Context: an optimization exercise on an open-source flow, tuned for small area, a short achievable clock period and few clock cycles per item. The choices shown serve that exercise and are no tape-out recipe.
In this exercise RTL edits were held to simulation tests only and were not proved equivalent to the original.
Power figures rest on the tool's default switching activity, not on a simulated workload.

==> flow/design.v <==
package mars_pkg;
  localparam int StackBytesDef = 256;
  localparam logic [2:0] OP_READ  = 3'd0;
  localparam logic [2:0] OP_WRITE = 3'd1;
  localparam logic [2:0] OP_EA    = 3'd2;
  localparam logic [2:0] OP_PUSH  = 3'd3;
  localparam logic [2:0] OP_POP   = 3'd4;
  localparam logic [2:0] REG_BX = 3'd3;
  localparam logic [2:0] REG_SP = 3'd4;
  localparam logic [2:0] REG_BP = 3'd5;
  localparam logic [2:0] REG_SI = 3'd6;
  localparam logic [2:0] REG_DI = 3'd7;
  localparam logic [1:0] MOD_NODISP = 2'd0;
  localparam logic [1:0] MOD_DISP8  = 2'd1;
  localparam logic [1:0] MOD_DISP16 = 2'd2;
  localparam logic [1:0] MOD_REG    = 2'd3;
  localparam logic [2:0] RM_DIRECT = 3'b110;
  localparam logic [15:0] LOW_BYTE_MASK  = 16'h00FF;
  localparam logic [15:0] HIGH_BYTE_MASK = 16'hFF00;
  typedef struct packed {
    logic [2:0]  operation;
    logic [2:0]  register_index;
    logic        wide;
    logic [15:0] value;
    logic [1:0]  mode;
    logic [2:0]  rm;
    logic [7:0]  disp_low;
    logic [7:0]  disp_high;
  } item_t;
  typedef struct packed {
    logic [15:0] read_data;
    logic [15:0] address;
    logic        is_register;
    logic [1:0]  disp_bytes;
    logic        stack_fault;
  } result_t;
  typedef enum logic [4:0] {
    CMD_IDLE,
    CMD_CLEAR,
    CMD_LOAD,
    CMD_RD_REG,
    CMD_RD_SP,
    CMD_RD_BASE,
    CMD_RD_INDEX,
    CMD_FIN_READ,
    CMD_FIN_WRITE,
    CMD_FIN_EA_FIXED,
    CMD_FIN_EA_SUM,
    CMD_PUSH_LO,
    CMD_PUSH_HI,
    CMD_POP_RD_LO,
    CMD_POP_LO,
    CMD_POP_HI,
    CMD_FIN_SP_WB,
    CMD_FIN_FAULT,
    CMD_FIN_NULL
  } cmd_e;
  typedef struct packed {
    cmd_e cmd;
    logic finish;
  } ctl_t;
  typedef struct packed {
    logic [2:0] op;
    logic       wide;
    logic       ea_fixed;
    logic       push_fault;
    logic       pop_fault;
    logic       clr_last;
  } sts_t;
endpackage
module mars_dp #(
  parameter int STACK_BYTES = mars_pkg::StackBytesDef
) (
  input  logic              clk_i,
  input  logic              rst_ni,
  input  mars_pkg::item_t   item_i,
  input  mars_pkg::ctl_t    ctl_i,
  output mars_pkg::sts_t    sts_o,
  output mars_pkg::result_t result_o
);
  localparam int AW = (STACK_BYTES > 1) ? $clog2(STACK_BYTES) : 1;
  localparam logic [16:0] STACK_TOP = 17'(STACK_BYTES);
  localparam logic [AW-1:0] CLR_LAST = AW'(STACK_BYTES - 1);
  mars_pkg::item_t         req_q;
  logic [15:0]   rf_q [8];
  logic [15:0]   rf_rdata_q;
  logic [15:0]   acc_q;
  logic [7:0]    mem [STACK_BYTES];
  logic [7:0]    mem_rdata_q;
  logic [AW-1:0] ptr_q, ptr_d;
  logic [15:0]   sp_new_q, sp_new_d;
  logic [7:0]    pop_lo_q, pop_hi_q;
  logic [AW-1:0] clr_cnt_q;
  mars_pkg::result_t       res_q, res_d;
  logic [2:0]    reg_sel, base_sel, idx_sel, rf_raddr, rf_waddr;
  logic          rf_re, rf_we;
  logic [15:0]   rf_wdata;
  logic          mem_we, mem_re;
  logic [AW-1:0] mem_waddr, mem_raddr;
  logic [7:0]    mem_wdata;
  logic [15:0]   sp, sp_push, sp_pop, disp, idx_term, ea_sum, merged;
  logic [15:0]   byte_rd;
  logic [16:0]   sp_ext;
  assign reg_sel = req_q.wide ? req_q.register_index : {1'b0, req_q.register_index[1:0]};
  assign idx_sel = req_q.rm[0] ? mars_pkg::REG_DI : mars_pkg::REG_SI;
  always_comb begin
    case (req_q.rm)
      3'd0, 3'd1, 3'd7: base_sel = mars_pkg::REG_BX;
      3'd2, 3'd3, 3'd6: base_sel = mars_pkg::REG_BP;
      3'd4:             base_sel = mars_pkg::REG_SI;
      default:          base_sel = mars_pkg::REG_DI;
    endcase
  end
  assign sp      = rf_rdata_q;
  assign sp_ext  = {1'b0, sp};
  assign sp_push = sp - 16'd1 - {15'd0, req_q.wide};
  assign sp_pop  = sp + 16'd1 + {15'd0, req_q.wide};
  always_comb begin
    case (req_q.mode)
      mars_pkg::MOD_DISP8:  disp = {{8{req_q.disp_low[7]}}, req_q.disp_low};
      mars_pkg::MOD_DISP16: disp = {req_q.disp_high, req_q.disp_low};
      default:    disp = '0;
    endcase
  end
  assign idx_term = req_q.rm[2] ? 16'd0 : rf_rdata_q;
  assign ea_sum   = acc_q + idx_term + disp;
  assign byte_rd = req_q.wide ? rf_rdata_q :
                   req_q.register_index[2] ? {8'd0, rf_rdata_q[15:8]} :
                                             {8'd0, rf_rdata_q[7:0]};
  assign merged  = req_q.wide ? req_q.value :
                   req_q.register_index[2] ?
                     ((rf_rdata_q & mars_pkg::LOW_BYTE_MASK) | {req_q.value[7:0], 8'd0}) :
                     ((rf_rdata_q & mars_pkg::HIGH_BYTE_MASK) | {8'd0, req_q.value[7:0]});
  always_comb begin
    rf_re     = 1'b0;
    rf_raddr  = reg_sel;
    rf_we     = 1'b0;
    rf_waddr  = reg_sel;
    rf_wdata  = merged;
    mem_we    = 1'b0;
    mem_waddr = clr_cnt_q;
    mem_wdata = '0;
    mem_re    = 1'b0;
    mem_raddr = sp[AW-1:0];
    ptr_d     = ptr_q;
    sp_new_d  = sp_new_q;
    case (ctl_i.cmd)
      mars_pkg::CMD_RD_REG: rf_re = 1'b1;
      mars_pkg::CMD_RD_SP: begin
        rf_re    = 1'b1;
        rf_raddr = mars_pkg::REG_SP;
      end
      mars_pkg::CMD_RD_BASE: begin
        rf_re    = 1'b1;
        rf_raddr = base_sel;
      end
      mars_pkg::CMD_RD_INDEX: begin
        rf_re    = 1'b1;
        rf_raddr = idx_sel;
      end
      mars_pkg::CMD_FIN_WRITE: rf_we = 1'b1;
      mars_pkg::CMD_CLEAR: mem_we = 1'b1;
      mars_pkg::CMD_PUSH_LO: begin
        mem_we    = 1'b1;
        mem_waddr = sp_push[AW-1:0];
        mem_wdata = req_q.value[7:0];
        ptr_d     = sp_push[AW-1:0];
        sp_new_d  = sp_push;
      end
      mars_pkg::CMD_PUSH_HI: begin
        mem_we    = 1'b1;
        mem_waddr = ptr_q + AW'(1);
        mem_wdata = req_q.value[15:8];
      end
      mars_pkg::CMD_POP_RD_LO: begin
        mem_re   = 1'b1;
        ptr_d    = sp[AW-1:0];
        sp_new_d = sp_pop;
      end
      mars_pkg::CMD_POP_LO: begin
        mem_re    = req_q.wide;
        mem_raddr = ptr_q + AW'(1);
      end
      mars_pkg::CMD_FIN_SP_WB: begin
        rf_we    = 1'b1;
        rf_waddr = mars_pkg::REG_SP;
        rf_wdata = sp_new_q;
      end
      default: ;
    endcase
  end
  always_comb begin
    res_d = '0;
    case (ctl_i.cmd)
      mars_pkg::CMD_FIN_READ: res_d.read_data = byte_rd;
      mars_pkg::CMD_FIN_EA_FIXED: begin
        if (req_q.mode == mars_pkg::MOD_REG) begin
          res_d.is_register = 1'b1;
        end else begin
          res_d.address    = {req_q.disp_high, req_q.disp_low};
          res_d.disp_bytes = 2'd2;
        end
      end
      mars_pkg::CMD_FIN_EA_SUM: begin
        res_d.address = ea_sum;
        case (req_q.mode)
          mars_pkg::MOD_DISP8:  res_d.disp_bytes = 2'd1;
          mars_pkg::MOD_DISP16: res_d.disp_bytes = 2'd2;
          default:    res_d.disp_bytes = 2'd0;
        endcase
      end
      mars_pkg::CMD_FIN_SP_WB: begin
        if (req_q.operation == mars_pkg::OP_POP) begin
          res_d.read_data = {pop_hi_q, pop_lo_q};
        end
      end
      mars_pkg::CMD_FIN_FAULT: res_d.stack_fault = 1'b1;
      default: ;
    endcase
  end
  always_ff @(posedge clk_i or negedge rst_ni) begin
    if (!rst_ni) begin
      for (int i = 0; i < 8; i++) begin
        rf_q[i] <= (3'(i) == mars_pkg::REG_SP) ? 16'(STACK_BYTES) : 16'd0;
      end
    end else if (rf_we) begin
      rf_q[rf_waddr] <= rf_wdata;
    end
  end
  always_ff @(posedge clk_i) begin
    if (rf_re) begin
      rf_rdata_q <= rf_q[rf_raddr];
    end
  end
  always_ff @(posedge clk_i) begin
    if (mem_we) begin
      mem[mem_waddr] <= mem_wdata;
    end
    if (mem_re) begin
      mem_rdata_q <= mem[mem_raddr];
    end
  end
  always_ff @(posedge clk_i or negedge rst_ni) begin
    if (!rst_ni) begin
      clr_cnt_q <= '0;
    end else if (ctl_i.cmd == mars_pkg::CMD_CLEAR) begin
      clr_cnt_q <= clr_cnt_q + AW'(1);
    end
  end
  always_ff @(posedge clk_i) begin
    if (ctl_i.cmd == mars_pkg::CMD_LOAD) begin
      req_q <= item_i;
    end
    if (ctl_i.cmd == mars_pkg::CMD_RD_INDEX) begin
      acc_q <= rf_rdata_q;
    end
    if (ctl_i.cmd == mars_pkg::CMD_POP_LO) begin
      pop_lo_q <= mem_rdata_q;
      pop_hi_q <= '0;
    end
    if (ctl_i.cmd == mars_pkg::CMD_POP_HI) begin
      pop_hi_q <= mem_rdata_q;
    end
    if (ctl_i.finish) begin
      res_q <= res_d;
    end
    ptr_q    <= ptr_d;
    sp_new_q <= sp_new_d;
  end
  assign sts_o.op         = req_q.operation;
  assign sts_o.wide       = req_q.wide;
  assign sts_o.ea_fixed   = (req_q.mode == mars_pkg::MOD_REG) ||
                            (req_q.mode == mars_pkg::MOD_NODISP && req_q.rm == mars_pkg::RM_DIRECT);
  assign sts_o.push_fault = (sp_ext < 17'd1 + {16'd0, req_q.wide}) || (sp_ext > STACK_TOP);
  assign sts_o.pop_fault  = (sp_ext + {16'd0, req_q.wide}) >= STACK_TOP;
  assign sts_o.clr_last   = (clr_cnt_q == CLR_LAST);
  assign result_o         = res_q;
endmodule
module mars_ctrl (
  input  logic           clk_i,
  input  logic           rst_ni,
  input  logic           start,
  output logic           busy,
  output logic           done_o,
  input  mars_pkg::sts_t sts_i,
  output mars_pkg::ctl_t ctl_o
);
  typedef enum logic [3:0] {
    S_CLEAR,
    S_IDLE,
    S_DECODE,
    S_R_DONE,
    S_W_DONE,
    S_EA_IDX,
    S_EA_SUM,
    S_PUSH_CHK,
    S_PUSH_HI,
    S_POP_CHK,
    S_POP_LO,
    S_POP_HI,
    S_SP_WB
  } state_e;
  state_e state_q, state_d;
  logic   busy_q, done_q;
  mars_pkg::ctl_t   ctl;
  always_comb begin
    state_d    = state_q;
    ctl.cmd    = mars_pkg::CMD_IDLE;
    ctl.finish = 1'b0;
    case (state_q)
      S_CLEAR: begin
        ctl.cmd = mars_pkg::CMD_CLEAR;
        if (sts_i.clr_last) begin
          state_d = S_IDLE;
        end
      end
      S_IDLE: begin
        if (start && !busy_q) begin
          ctl.cmd = mars_pkg::CMD_LOAD;
          state_d = S_DECODE;
        end
      end
      S_DECODE: begin
        case (sts_i.op)
          mars_pkg::OP_READ: begin
            ctl.cmd = mars_pkg::CMD_RD_REG;
            state_d = S_R_DONE;
          end
          mars_pkg::OP_WRITE: begin
            ctl.cmd = mars_pkg::CMD_RD_REG;
            state_d = S_W_DONE;
          end
          mars_pkg::OP_EA: begin
            if (sts_i.ea_fixed) begin
              ctl.cmd    = mars_pkg::CMD_FIN_EA_FIXED;
              ctl.finish = 1'b1;
              state_d    = S_IDLE;
            end else begin
              ctl.cmd = mars_pkg::CMD_RD_BASE;
              state_d = S_EA_IDX;
            end
          end
          mars_pkg::OP_PUSH: begin
            ctl.cmd = mars_pkg::CMD_RD_SP;
            state_d = S_PUSH_CHK;
          end
          mars_pkg::OP_POP: begin
            ctl.cmd = mars_pkg::CMD_RD_SP;
            state_d = S_POP_CHK;
          end
          default: begin
            ctl.cmd    = mars_pkg::CMD_FIN_NULL;
            ctl.finish = 1'b1;
            state_d    = S_IDLE;
          end
        endcase
      end
      S_R_DONE: begin
        ctl.cmd    = mars_pkg::CMD_FIN_READ;
        ctl.finish = 1'b1;
        state_d    = S_IDLE;
      end
      S_W_DONE: begin
        ctl.cmd    = mars_pkg::CMD_FIN_WRITE;
        ctl.finish = 1'b1;
        state_d    = S_IDLE;
      end
      S_EA_IDX: begin
        ctl.cmd = mars_pkg::CMD_RD_INDEX;
        state_d = S_EA_SUM;
      end
      S_EA_SUM: begin
        ctl.cmd    = mars_pkg::CMD_FIN_EA_SUM;
        ctl.finish = 1'b1;
        state_d    = S_IDLE;
      end
      S_PUSH_CHK: begin
        if (sts_i.push_fault) begin
          ctl.cmd    = mars_pkg::CMD_FIN_FAULT;
          ctl.finish = 1'b1;
          state_d    = S_IDLE;
        end else begin
          ctl.cmd = mars_pkg::CMD_PUSH_LO;
          state_d = sts_i.wide ? S_PUSH_HI : S_SP_WB;
        end
      end
      S_PUSH_HI: begin
        ctl.cmd = mars_pkg::CMD_PUSH_HI;
        state_d = S_SP_WB;
      end
      S_POP_CHK: begin
        if (sts_i.pop_fault) begin
          ctl.cmd    = mars_pkg::CMD_FIN_FAULT;
          ctl.finish = 1'b1;
          state_d    = S_IDLE;
        end else begin
          ctl.cmd = mars_pkg::CMD_POP_RD_LO;
          state_d = S_POP_LO;
        end
      end
      S_POP_LO: begin
        ctl.cmd = mars_pkg::CMD_POP_LO;
        state_d = sts_i.wide ? S_POP_HI : S_SP_WB;
      end
      S_POP_HI: begin
        ctl.cmd = mars_pkg::CMD_POP_HI;
        state_d = S_SP_WB;
      end
      S_SP_WB: begin
        ctl.cmd    = mars_pkg::CMD_FIN_SP_WB;
        ctl.finish = 1'b1;
        state_d    = S_IDLE;
      end
      default: state_d = S_IDLE;
    endcase
  end
  always_ff @(posedge clk_i or negedge rst_ni) begin
    if (!rst_ni) begin
      state_q <= S_CLEAR;
      busy_q  <= 1'b1;
      done_q  <= 1'b0;
    end else begin
      state_q <= state_d;
      busy_q  <= (state_d != S_IDLE);
      done_q  <= ctl.finish;
    end
  end
  assign ctl_o  = ctl;
  assign busy   = busy_q;
  assign done_o = done_q;
endmodule
module modrm_address_register_stack_unit (
  input  logic        clk_i,
  input  logic        rst_ni,
  input  logic        start,
  output logic        busy,
  input  logic [2:0]  op_i,
  input  logic [2:0]  reg_i,
  input  logic        wide_i,
  input  logic [15:0] value_i,
  input  logic [1:0]  mode_i,
  input  logic [2:0]  rm_i,
  input  logic [7:0]  disp_lo_i,
  input  logic [7:0]  disp_hi_i,
  output logic        done_o,
  output logic [15:0] read_data_o,
  output logic [15:0] address_o,
  output logic        is_register_o,
  output logic [1:0]  disp_bytes_o,
  output logic        stack_fault_o
);
  mars_pkg::item_t   item;
  mars_pkg::result_t result;
  assign item.operation      = op_i;
  assign item.register_index = reg_i;
  assign item.wide           = wide_i;
  assign item.value          = value_i;
  assign item.mode           = mode_i;
  assign item.rm             = rm_i;
  assign item.disp_low       = disp_lo_i;
  assign item.disp_high      = disp_hi_i;
  assign read_data_o   = result.read_data;
  assign address_o     = result.address;
  assign is_register_o = result.is_register;
  assign disp_bytes_o  = result.disp_bytes;
  assign stack_fault_o = result.stack_fault;
  mars_pkg::ctl_t ctl;
  mars_pkg::sts_t sts;
  mars_ctrl u_ctrl (
    .clk_i  (clk_i),
    .rst_ni (rst_ni),
    .start  (start),
    .busy   (busy),
    .done_o (done_o),
    .sts_i  (sts),
    .ctl_o  (ctl)
  );
  mars_dp #(
    .STACK_BYTES (mars_pkg::StackBytesDef)
  ) u_dp (
    .clk_i    (clk_i),
    .rst_ni   (rst_ni),
    .item_i   (item),
    .ctl_i    (ctl),
    .sts_o    (sts),
    .result_o (result)
  );
endmodule
==> flow/run.sh <==
#!/bin/bash
# synth_recipe.tcl (not shown) runs the flow's synth.tcl, then flattens the netlist and writes it again
# the make line also repeats each setting of config.mk as NAME=value (left out here)
make -C /OpenROAD-flow-scripts/flow DESIGN_CONFIG=/design/flow/config.mk WORK_HOME=/design/flow/orfs CLKGATE_MAP_FILE= SYNTH_SCRIPT=/design/flow/synth_recipe.tcl finish
==> flow/config.mk <==
export PLATFORM = sky130hd
export DESIGN_NAME = modrm_address_register_stack_unit
export DESIGN_NICKNAME = modrm_address_register_stack_unit
export VERILOG_FILES = /design/flow/design.v
export SDC_FILE = /design/flow/constraint.sdc
export NUM_CORES = 4
export LEC_CHECK = 0
export CAP_MARGIN = 20
export CORE_MARGIN = 2
export CORE_UTILIZATION = 40
export SLEW_MARGIN = 20
==> flow/constraint.sdc <==
create_clock -name core_clock -period 8.0 [get_ports {clk_i}]
set_input_delay 1.6000 -clock core_clock [delete_from_list [all_inputs] [get_ports {clk_i}]]
set_output_delay 1.6000 -clock core_clock [all_outputs]
set_load 0.01 [all_outputs]
==> impl_metrics.json <==
{
  "root_buffer": "clkbuf_16",
  "clockPowerShare_pct": 32.2,
  "finalSetupViolCount": 0,
  "multiInputGateArea_um2": 24800,
  "hold_class": "flop to flop",
  "synth_area_um2": 96600,
  "period_share_pct": 76.7,
  "critical-path-top-delay-family": "simple AND/OR/NAND/NOR gates",
  "fin_nets": 6867,
  "clockBufferDepth": 3,
  "placed_area_um2": 101000,
  "hold_viol": 0,
  "power_frac_seq_pct": 42.5,
  "cp_cell_sequence": "inv_1 -> ha_1 -> nor3_1 -> and4_1 -> nor4_2 -> nor2_1 -> a221oi_1 -> nor2_1 -> nand3_1 -> nor2_1",
  "h-tree-depth": 4,
  "timing.max_cap.violations": 0,
  "grt_pass1_wl_um": 379000,
  "ys_ff_latch": 2350,
  "outcome": "no timing/DRC/antenna violations",
  "numCtsBuffers": 225,
  "worst_path_largest_cell_delay_ps": 1010,
  "p_per_area_nw_per_um2": 312,
  "intPower_mw": 22.9,
  "vias_per_cell": 5.71,
  "fin_area_um2": 109000,
  "grt_setup_unrepaired": "false",
  "required_ps": 8510,
  "drtIter0Drc": 6658,
  "cp_max_fo": 21,
  "crit_path_end_kind": "flop",
  "switchingPower_mw": 11.1,
  "cts_tree": "yes",
  "setup_ws_ps": 1860,
  "final.fill_count": 20900,
  "total_power_mw": 34.0,
  "grt_pass1_vias": 56400,
  "worst_path_most_repeated_cell": "nor2_1",
  "synth_cell_types": 85,
  "cts_resized": 0,
  "gp_congestion": 0.866,
  "synth_ff_type": "edfxtp_1",
  "switching_share_pct": 32.5,
  "grt_antenna_before_repair": 11,
  "crit_type": "flop to flop",
  "die_x_um": 495,
  "syn_avg_cell_area_um2": 14.2,
  "grt_max_degree": 175,
  "final_cell_mix": "edfxtp_1, nand2_1, nor2_1, a311oi_1, nand3_1",
  "tightestPinTransition_ps": 1210,
  "tns_ps": 0,
  "core_area_um2": 240000,
  "skew_ps": 62.1,
  "final_common_cell": "edfxtp_1",
  "p_leak_nw": 35.9,
  "syn_inst": 6790,
  "slew_headroom_pct": 19.0,
  "die_area_um2": 245000,
  "post-cts-setup-buffer-count": 0,
  "row_count": 180,
  "overflow": 0,
  "area_delta_synth_final_pct": 12.6,
  "ir_drop_v": 0.000254,
  "clkTransAtPathRegs_ps": 70,
  "combinationalPowerShare_pct": 25.3,
  "min_period_ps": 6140,
  "clock_latency_ps": 890,
  "area.sequential_um2": 69900,
  "cp.arrival_ps": 6650,
  "fmax_mhz": 163,
  "io_buffer_count": 84,
  "grt_usage_pct": 20.8,
  "place.detailed.hpwl_um": 153000,
  "hold_buffers": 0,
  "drt-total-wl_um": 260000,
  "drtPass1Iterations": 8,
  "ys_warn_count": 3,
  "slowest_stage": "nor2_1",
  "wl_per_cell_um": 25.6,
  "drive_gt1_share_pct": 10.8,
  "slew_viol_final": 0,
  "cp.buffers_inverters": 1,
  "post-route-drc-count": 0,
  "cts_sinks": 2350,
  "async_reset_ff_share_pct": 6.04,
  "final_util_pct": 45.3,
  "dieHeight_um": 495,
  "place_ws_ps": 2070,
  "synth_fp_nets": 6880,
  "detail-route-antenna-nets": 0,
  "initial_utilization_pct": 40.2,
  "vias": 58100,
  "cp-start-kind": "flop",
  "yosysSeqAreaShare_pct": 72.3,
  "synth_edf_count": 2208,
  "num_io_pins": 85
}
-- cell usage after synthesis (26+ instances only) --
cell         n  area share, %
buf_1       26           0.10
xor2_1      26           0.24
a311oi_1   311            2.8
nor2_1     355            1.4
nand2_1   1522            5.9
inv_1       72           0.28
ha_1        27           0.35
mux2i_1    146            1.5
dfrtp_1    140            3.6
xnor2_1     30           0.27
edfxtp_1  2208             69
mux4_2     192            4.5
a21oi_1     74           0.38
and3_1     236            1.5
clkbuf_1   293            1.1
and2_1      30           0.19
a211oi_1    98           0.76
o21ai_0    228            1.2
nor4_1      47           0.30
nand3_1    283            1.5
buf_2      134           0.69
-- tightest hold or removal path: cells and delay by family, from the launching register on --
kind | cells | cell delay [ps]
simple gates | 1 | 40
flops | 1 | 330
compound gates | 1 | 50
-- flip-flops by register name, indices dropped and copies added, names as in the netlist --
signal,cells
u_ctrl.busy_q,1
u_ctrl.done_q,1
u_ctrl.state_q,4
u_dp.acc_q,16
u_dp.clr_cnt_q,8
u_dp.mem,2048
u_dp.mem_rdata_q,8
u_dp.pop_hi_q,8
u_dp.pop_lo_q,8
u_dp.ptr_q,8
u_dp.req_q,44
u_dp.res_q,36
u_dp.rf_q,128
u_dp.rf_rdata_q,16
u_dp.sp_new_q,16
-- power by group through the flow --
stage,Combinational (mW),Clock (mW),Sequential (mW)
global route,9.20,11.6,14.5
CTS,8.54,11.1,14.4
detailed placement,8.51,0,14.7
floorplan,5.43,0,14.6
finish,8.59,10.9,14.4
global placement,8.40,0,14.7
-- metrics by stage --
step / hold slack [ps] / cells
final: 468 / 10200
after global routing: 500 / 10200
after detailed placement: 462 / 9734
after CTS: 473 / 10200
after global placement: 454 / 9733
after floorplan: 417 / 6790
-- logic make-up (layout without fill, tap and decap cells) --
logic type / Yosys count / count (layout) / share of synthesized area (%)
mux: 353 / 353 / 6.17
other cells: 0 / 2 / 0
compound gates: 857 / 857 / 6.34
fa+ha+maj: 43 / 43 / 0.681
flops: 2350 / 2350 / 72.3
buf+inv: 541 / 725 / 2.34
xor+xnor: 56 / 56 / 0.508
simple gates: 2590 / 2590 / 11.6
-- area by class of cell --
cell class | count | share of cell area [%]
sequential | 2350 | 64.2
multi-input combinational | 3899 | 22.8
clock buffer | 272 | 5.42
tap | 3185 | 3.66
timing repair buffer | 228 | 2.05
clock inverter | 152 | 1.62
inverter | 73 | 0.252
antenna | 2 | 0.00460
-- worst paths after layout --
| check | startpoint | to | cells after the start | slack, ps |
|---|---|---|---|---|
| min in group asynchronous | rst_ni | u_dp.rf_q[1][11] | 1 | 700 |
| min | u_dp.rf_q[1][3] | u_dp.rf_q[1][3] | 2 | 470 |
| min reg2reg | u_dp.rf_q[1][3] | u_dp.rf_q[1][3] | 2 | 470 |
| max | u_dp.req_q[37] | u_dp.mem[192][5] | 10 | 1860 |
| max reg2reg | u_dp.req_q[37] | u_dp.mem[192][5] | 10 | 1860 |
| max in group asynchronous | rst_ni | u_dp.clr_cnt_q[7] | 2 | 6110 |
-- routing by layer --
layer,wire length (um),vias to the layer above,GRT usage (%)
met3,22100,401,4.20
met2,120000,2485,32.4
li1,-,25600,-
met1,109000,29600,29.0
met4,8650,6,7.09
met5,77,-,0
Testbench counts, summed over its fixed seeds: cycles 123,736, items 32,000.

re-timing with driven ports:
No port has a modelled driver above. Below, the same layout with a new extraction and two added sets of constraints. Step 1, drivers: a clkbuf_16 drives clk_i and a buf_2 each remaining input, both assumed. Step 2, shift: input delay + t, output delay - t, t = (earliest + latest rising clock arrival at the registers) / 2. This alone moves slack from input paths to output paths. a / b / c = no drivers / after step 1 / after step 2; a / b = the first two.
t, ns: 0.958
setup slack, ns: 1.864 / 1.864 / 1.864
worst data-port slew with drivers (ns): 0.05
After both steps setup and hold are still met in this run. The setup slack of this run moves by 0.000 ns with the drivers and by 0.000 ns with both steps.
